Background: an optimization exercise with open tools, aiming at small area, a short achievable clock period and few clock cycles. Do not read the settings as production practice. Function was checked by simulation only, so behaviour that the tests miss may differ from the original. Power figures rest on the tool's default switching activity, not on a simulated workload.

`flow/config.mk`:
```
export PLATFORM = sky130hd
export DESIGN_NAME = limb_stream_to_chunk_splitter_core
export DESIGN_NICKNAME = limb_stream_to_chunk_splitter_core
export VERILOG_FILES = /design/flow/design.v
export SDC_FILE = /design/flow/constraint.sdc
export NUM_CORES = 4
export LEC_CHECK = 0
export CAP_MARGIN = 20
export CORE_MARGIN = 2
export CORE_UTILIZATION = 40
export SLEW_MARGIN = 20
```
`flow/constraint.sdc`:
```
create_clock -name core_clock -period 10.0 [get_ports {clk_i}]
set_input_delay 2.0000 -clock core_clock [delete_from_list [all_inputs] [get_ports {clk_i}]]
set_output_delay 2.0000 -clock core_clock [all_outputs]
set_load 0.01 [all_outputs]
```
`flow/design.v`:
```
package lscs_pkg;
  localparam int unsigned ChunkMaxBits = 52;
  localparam int unsigned ChunkW       = 53;
  localparam int unsigned CbW = 6;
  localparam int unsigned CcW = 7;
  localparam int unsigned CfgDataW = 7;
  localparam int unsigned LeadW = 12;
endpackage
module lscs_front (
  input  logic [114:0] win_i,
  input  logic [5:0]   sh_i,
  input  logic [51:0]  mask_i,
  output logic [51:0]  mag_o
);
  logic [82:0] s1;
  logic [66:0] s2;
  logic [58:0] s3;
  logic [54:0] s4;
  logic [52:0] s5;
  logic [51:0] s6;
  assign s1 = sh_i[5] ? win_i[114:32] : win_i[82:0];
  assign s2 = sh_i[4] ? s1[82:16]     : s1[66:0];
  assign s3 = sh_i[3] ? s2[66:8]      : s2[58:0];
  assign s4 = sh_i[2] ? s3[58:4]      : s3[54:0];
  assign s5 = sh_i[1] ? s4[54:2]      : s4[52:0];
  assign s6 = sh_i[0] ? s5[52:1]      : s5[51:0];
  assign mag_o = s6 & mask_i;
endmodule
module lscs_back (
  input  logic        clk_i,
  input  logic        rst_ni,
  input  logic        push_i,
  input  logic [53:0] data_i,
  output logic        full_o,
  output logic        out_valid_o,
  input  logic        out_ready_i,
  output logic [53:0] data_o
);
  logic        o_v_q, s_v_q;
  logic [53:0] o_q, s_q;
  logic        o_free;
  assign o_free = !o_v_q || out_ready_i;
  always_ff @(posedge clk_i or negedge rst_ni) begin
    if (!rst_ni) begin
      o_v_q <= 1'b0;
      s_v_q <= 1'b0;
    end else if (o_free) begin
      o_v_q <= s_v_q || push_i;
      s_v_q <= 1'b0;
    end else if (push_i) begin
      s_v_q <= 1'b1;
    end
  end
  always_ff @(posedge clk_i) begin
    if (o_free) begin
      if (s_v_q) o_q <= s_q;
      else if (push_i) o_q <= data_i;
    end else if (push_i) begin
      s_q <= data_i;
    end
  end
  assign full_o      = s_v_q;
  assign out_valid_o = o_v_q;
  assign data_o      = o_q;
endmodule
module limb_stream_to_chunk_splitter_core #(
  parameter int unsigned LIMB_BITS  = 64,
  parameter int unsigned MAX_CHUNKS = 64
) (
  input  logic                              clk_i,
  input  logic                              rst_ni,
  input  logic                              cfg_we_i,
  input  logic [0:0]                        cfg_index_i,
  input  logic [lscs_pkg::CfgDataW-1:0]     cfg_wdata_i,
  input  logic                              in_valid_i,
  output logic                              in_ready_o,
  input  logic [LIMB_BITS-1:0]              limb_i,
  input  logic                              first_limb_i,
  input  logic                              last_limb_i,
  input  logic                              negative_i,
  input  logic [lscs_pkg::LeadW-1:0]        lead_zero_bits_i,
  output logic                              out_valid_o,
  input  logic                              out_ready_i,
  output logic signed [lscs_pkg::ChunkW-1:0] chunk_o,
  output logic                              last_chunk_o
);
  localparam int unsigned DW = 14;
  logic [5:0] cb_q;
  logic [6:0] cc_q;
  always_ff @(posedge clk_i or negedge rst_ni) begin
    if (!rst_ni) begin
      cb_q <= 6'd24;
      cc_q <= 7'd16;
    end else if (cfg_we_i) begin
      if (cfg_index_i == 1'b0) begin
        if (cfg_wdata_i[5:0] == 6'd0)       cb_q <= 6'd1;
        else if (cfg_wdata_i[5:0] > 6'd52) cb_q <= 6'd52;
        else                                cb_q <= cfg_wdata_i[5:0];
      end else begin
        if (cfg_wdata_i == 7'd0)       cc_q <= 7'd1;
        else if (cfg_wdata_i > 7'd64) cc_q <= 7'd64;
        else                           cc_q <= cfg_wdata_i;
      end
    end
  end
  logic [DW-1:0] cb_x, k1, k2;
  logic [51:0]   mask;
  assign cb_x = DW'(cb_q);
  assign k1   = DW'(64) - cb_x;
  assign k2   = DW'(64) - cb_x - cb_x;
  always_comb begin
    for (int j = 0; j < 52; j++) mask[j] = (6'(j) < cb_q);
  end
  logic [114:0]  win_q;
  logic [DW-1:0] d_q, dc_q;      
  logic [6:0]    rem_q;          
  logic          sign_q, pad_q;
  logic          live, emit, need, fin, done, full;
  logic          acc, ld_first, ld_cont, ld_pad;
  logic [DW-1:0] dd, ddc;
  logic          big;
  logic [51:0]   mag;
  logic [52:0]   val;
  assign live = (rem_q != 7'd0);
  assign emit = live && !d_q[DW-1] && !full;
  assign need = emit ? dc_q[DW-1] : d_q[DW-1];
  assign fin  = emit && (rem_q == 7'd1);
  assign done = !live || fin;
  assign in_ready_o = done || (need && !pad_q);
  assign acc        = in_valid_i && in_ready_o;
  assign ld_first   = acc && first_limb_i;
  assign ld_cont    = acc && !first_limb_i && !done;
  assign ld_pad     = pad_q && need && !done;
  assign dd  = emit ? dc_q : d_q;
  assign ddc = emit ? (dc_q - cb_x) : dc_q;
  always_ff @(posedge clk_i or negedge rst_ni) begin
    if (!rst_ni) begin
      d_q    <= 14'h3FE8;   
      dc_q   <= 14'h3FD0;   
      rem_q  <= 7'd16;
      sign_q <= 1'b0;
      pad_q  <= 1'b0;
    end else if (cfg_we_i) begin
      rem_q  <= 7'd0;
      pad_q  <= 1'b0;
    end else if (ld_first) begin
      d_q    <= DW'(lead_zero_bits_i) + k1;
      dc_q   <= DW'(lead_zero_bits_i) + k2;
      rem_q  <= cc_q;
      sign_q <= negative_i;
      pad_q  <= last_limb_i;
    end else begin
      if (emit) rem_q <= rem_q - 7'd1;
      if (ld_cont || ld_pad) begin
        d_q  <= DW'(dd[5:0]);
        dc_q <= DW'(dd[5:0]) - cb_x;
      end else begin
        d_q  <= dd;
        dc_q <= ddc;
      end
      if (ld_cont) pad_q <= last_limb_i;
    end
  end
  always_ff @(posedge clk_i) begin
    if (ld_first) begin
      win_q <= {51'd0, limb_i};
    end else if (ld_cont || ld_pad) begin
      win_q <= {win_q[50:0], ld_cont ? limb_i : 64'd0};
    end
  end
  assign big = |d_q[DW-2:6];
  lscs_front u_cut (
    .win_i  (win_q),
    .sh_i   (d_q[5:0]),
    .mask_i (mask & {52{!big}}),
    .mag_o  (mag)
  );
  assign val = sign_q ? (53'd0 - {1'b0, mag}) : {1'b0, mag};
  logic [53:0] out_data;
  lscs_back u_out (
    .clk_i       (clk_i),
    .rst_ni      (rst_ni),
    .push_i      (emit),
    .data_i      ({val, rem_q == 7'd1}),
    .full_o      (full),
    .out_valid_o (out_valid_o),
    .out_ready_i (out_ready_i),
    .data_o      (out_data)
  );
  assign chunk_o      = out_data[53:1];
  assign last_chunk_o = out_data[0];
endmodule
```
`flow/run.sh`:
```
#!/bin/bash
# synth_recipe.tcl (not shown) runs the flow's synth.tcl, then flattens the netlist and writes it again
# the make line also repeats each setting of config.mk as NAME=value (left out here)
make -C /OpenROAD-flow-scripts/flow DESIGN_CONFIG=/design/flow/config.mk WORK_HOME=/design/flow/orfs CLKGATE_MAP_FILE= SYNTH_SCRIPT=/design/flow/synth_recipe.tcl finish
```
==> flow_results.org <==
** Detailed routing
- In the routed design, unresolved DRC markers number 0.
- The first TritonRoute pass finished after 5 iterations.
- Wire length per cell after detailed routing :: between 20 and 30 um
- Drt total wl :: 81,300 um
- The detailed router placed approximately 20,000 vias in this run.
- In this run the remaining antenna-violating nets after routing total 0.
- In the routed layout, each cell is associated on average with a via count of around 6.4.
- Number of DRC violations after detailed-routing iteration 0 :: approximately 2,200

** Cells and area
- The repair_antennas step left the layout with diodes totalling 0.
- Area used by multi-input combinational logic :: between 10,000 and 15,000 um^2
- The net count of the finished layout is approximately 2,500.
- Area taken by flip-flops and latches :: roughly 7500 um^2
- From synthesis to final layout, the design area changed by 13.9%.
- Fraction of final layout cells with drive strength greater than 1 :: around 16%
- Fill cells in the final layout number 5,171.
- Layout Utilization :: a little under half

** Floorplanning
- Effective utilization at floorplan :: between 40 and 50%
- The core region is about 54,000 um^2.
- The initialized floorplan defines 85 standard-cell rows.
- X dimension of the die :: ~240 um
- Die outline height :: around 240 um
- Die area :: between 50,000 and 60,000 um^2
- Top-level port count :: 148

** Setup path
- Data on the critical path is required at its endpoint by slightly above 10 ns.
- Data arrival at the endpoint of the critical path :: between 6 and 7 ns
- The worst setup path is launched from a flop.
- In this run the worst path has a maximum fanout of 67.
- STA classifies the critical path endpoint as a flop.
- Worst Setup Path Type :: reg2reg

** GRT
- Global routing consumed, over all layers together, between 20% and 30% of the routing resources.
- Number of global-route vias before repair :: 18,520
- The number of antenna violations at the first check in global routing came to 0.
- Wire length of the first global-routing pass :: ~120,000 um
- Pin count of the biggest net entering global routing :: between 70 and 80
- Global routing finished with a remaining overflow of 0.

** Synthesis
- In the synthesized netlist the dominant register cell turns out to be edfxtp_1.
- The most common cell in the synthesized netlist is nand2_1.
- Mean instance size in the synthesized netlist :: between 9 and 10 um^2
- Net count of the mapped netlist :: 2,446
- Post-synth ARST share :: 18.9%
- Synth top area cells :: edfxtp_1 (24%), mux4_2 (9.0%), mux2_2 (7.7%), nand2_1 (4.9%), dfxtp_1 (4.7%)
- Most instantiated cells after synthesis :: nand2_1 (286), edfxtp_1 (172), nor2_1 (170), mux2_2 (149), a21oi_1 (146)
- Post-synthesis sequential area ratio :: between 30% and 40%
- Synthesis produced ~2,300 cells.
- EDFF count, synth :: ~170
- The synthesized design contains ~280 register bits.
- Synthesized area :: 21,900 um^2
- Biggest area consumer among synthesized cells :: edfxtp_1
- Counting distinct cell types in the post-synthesis netlist gives between 80 and 90.
- Of the post-synthesis cell area, the dominant cell type holds approximately a quarter.
- Yosys printed 2 warnings.

** Clock tree
- Maximum clock insertion buffer count :: 3
- Skew-Pair Late Insertion Delay :: just under 0.6 ns
- In this run, post-CTS repair resized a total of 0 instances.
- Clock buffer count from CTS :: 30
- Root buffer cell :: clkbuf_16
- In this run the number of H-tree levels came out at 1.
- For this design, the CTS-stage hold fixing added 0 buffers.
- CTS saw about 280 sinks.
- Clock-pin slew was measured on the worst setup and hold paths at about 0.070 ns.
- Post-CTS setup buffer count :: 0
- TritonCTS built the clock tree.

** Min path
- The worst hold path belongs to the class reg2reg.

** Place
- Before CTS, the worst setup slack after placement is around 3.6 ns.
- Gp weighted congestion :: between 1 and 1.5
- Input and output buffers added on the ports amount to 147.
- After legalization and detailed placement, the total HPWL measured 61,300 um.

** STA
- Headroom to the max-slew limit came out at between 30% and 40%.
- Maximum clock frequency :: 154 MHz
- Hold violation total from the final report :: 0
- RSZ-0062 raised after global routing :: false
- After layout, the worst path uses about 65% of the clock period.
- Final-layout setup total negative slack :: 0 ns
- In the post-route analysis, the smallest setup slack over all paths is roughly 3.5 ns.
- Tmin final :: between 6 and 7 ns
- Number of max-slew violations in the final report :: 0
- Actual slew at the worst max-slew pin :: 1.02 ns
- Setup violations remaining at the end of the flow were counted as 0.
- Worst setup skew after layout :: ~0.017 ns

** Power
- For this design the ratio of total power to cell area is 399 nW/um^2.
- Across the VDD grid, the largest voltage drop is 0.193 mV.
- In this run the static leakage power is 9.01 nW.

** Outcome
- The run finished with no timing, DRC or antenna violations.

** Job
- Across the run, the number of max-cap violations was 0.
sequential cells by signal (all words and copies together) (netlist names):
register,flops
dc_q,14
d_q,14
win_q,115
u_out.o_v_q,1
cb_q,6
cc_q,7
u_out.o_q,54
u_out.s_v_q,1
sign_q,1
rem_q,7
u_out.s_q,54
pad_q,1
through the flow:
| step | std cells | hold slack (ns) | power, mW | instance area [um^2] |
|---|---|---|---|---|
| 2_1_floorplan | 2307 | 0.433 | 6.40 | 21900 |
| 5_1_grt | 3082 | 0.481 | 10.5 | 24900 |
| 4_1_cts | 3082 | 0.458 | 9.83 | 24900 |
| 3_3_place_gp | 3026 | 0.443 | 8.54 | 23900 |
| 6_report | 3082 | 0.456 | 9.95 | 24900 |
| 3_5_place_dp | 3026 | 0.449 | 8.59 | 23900 |
power by group:
part | internal [mW] | switching, mW | leakage [nW]
sequential | 1.92 | 0.645 | 2.69
combinational | 2.40 | 3.80 | 5.81
clock | 0.720 | 0.474 | 0.517
worst paths after layout:
| kind | cells past startpoint | slack [ns] | startpoint | to |
|---|---|---|---|---|
| max in group asynchronous | 2 | 7.91 | rst_ni | d_q[4] |
| min in group asynchronous | 2 | 1.54 | rst_ni | rem_q[3] |
| max reg2reg | 13 | 3.51 | d_q[4] | u_out.o_q[49] |
| max | 13 | 3.51 | d_q[4] | u_out.o_q[49] |
| min reg2reg | 2 | 0.46 | win_q[112] | win_q[112] |
| min | 2 | 0.46 | win_q[112] | win_q[112] |
metal layers:
metal,track usage [%],wire length (um),vias to the layer above,share of wire (%)
li1,-,-,8817,-
met1,39.0,35300,9696,43
met2,43.9,36300,963,45
met3,4.69,6070,178,7.5
met4,11.0,3700,0,4.5
met5,0,0,-,0
logic make-up after synthesis:
group	count (synthesis)	share of synthesized area [%]
AND/OR/NAND/NOR	756	16.2
XOR/XNOR	89	3.62
buffers and inverters	216	4.19
multiplexers	324	20.7
AO/OA/AOI/OAI	600	18.2
adder cells (fa/ha/maj)	47	2.82
flip-flops	275	34.3
cells in the final DEF (no fill, tap or decap), types with 23 or more instances in the layout:
cell,netlist,routed
nor3_1,49,49
buf_4,12,38
mux4_2,88,88
xor2_1,33,33
and2_1,77,77
o211ai_1,27,27
nand2_1,286,286
nand2b_1,25,25
dfstp_2,23,23
inv_1,48,47
dfxtp_1,51,51
nor2_1,170,168
o21ai_0,116,116
o22ai_1,35,35
clkbuf_16,0,31
a21oi_1,146,144
mux2_2,149,149
nand3_1,36,36
ha_1,43,43
a22oi_1,38,38
dfrtp_1,29,24
mux2i_1,85,85
a211oi_1,30,30
clkdlybuf4s50_1,0,146
xnor2_1,55,55
edfxtp_1,172,172
a31oi_1,26,26
critical path, cell delays in order, from the launching register on:
cell and delay, ns:
dfrtp_4 0.99, buf_4 0.85, mux4_2 0.64, a22o_1 0.20
a31oi_1 0.44, a41oi_1 0.22, o211ai_1 0.48, ha_1 0.28
o211ai_1 0.16, nor3_2 0.57, nand3_1 0.49, o31ai_1 0.39
xnor2_1 0.13, mux2_2 0.28
layout make-up:
cell class / count / area share, %
inverters: 54 / 0.812
clock buffers: 34 / 3.15
multi-input cells: 1816 / 54.2
repair buffers: 185 / 7.02
well taps: 696 / 3.49
flip-flops and latches: 275 / 30.2
clock inverters: 22 / 1.11
Testbench counts, summed over its fixed seeds: cycles 11,889.

-- static timing again, ports no longer ideal --
Ports are ideal in the flow. The routed layout listed here was re-timed in OpenROAD.
Step 1, drivers: a clkbuf_16 drives clk_i and a buf_2 each remaining input, both assumed.
Step 2, shift: input delay + t, output delay - t, t = (earliest + latest rising clock arrival at the registers) / 2. This alone moves slack from input paths to output paths.
Three values: no drivers, after step 1, after step 2; two values: the first two.
t, ns: 0.639
setup slack, ns: 3.514 / 3.514 / 3.514
worst hold slack (ns): 0.456 / 0.456 / 0.456
After both steps this run still meets setup and hold. The setup slack of this run moves by 0.000 ns with the drivers and by 0.000 ns with both steps.
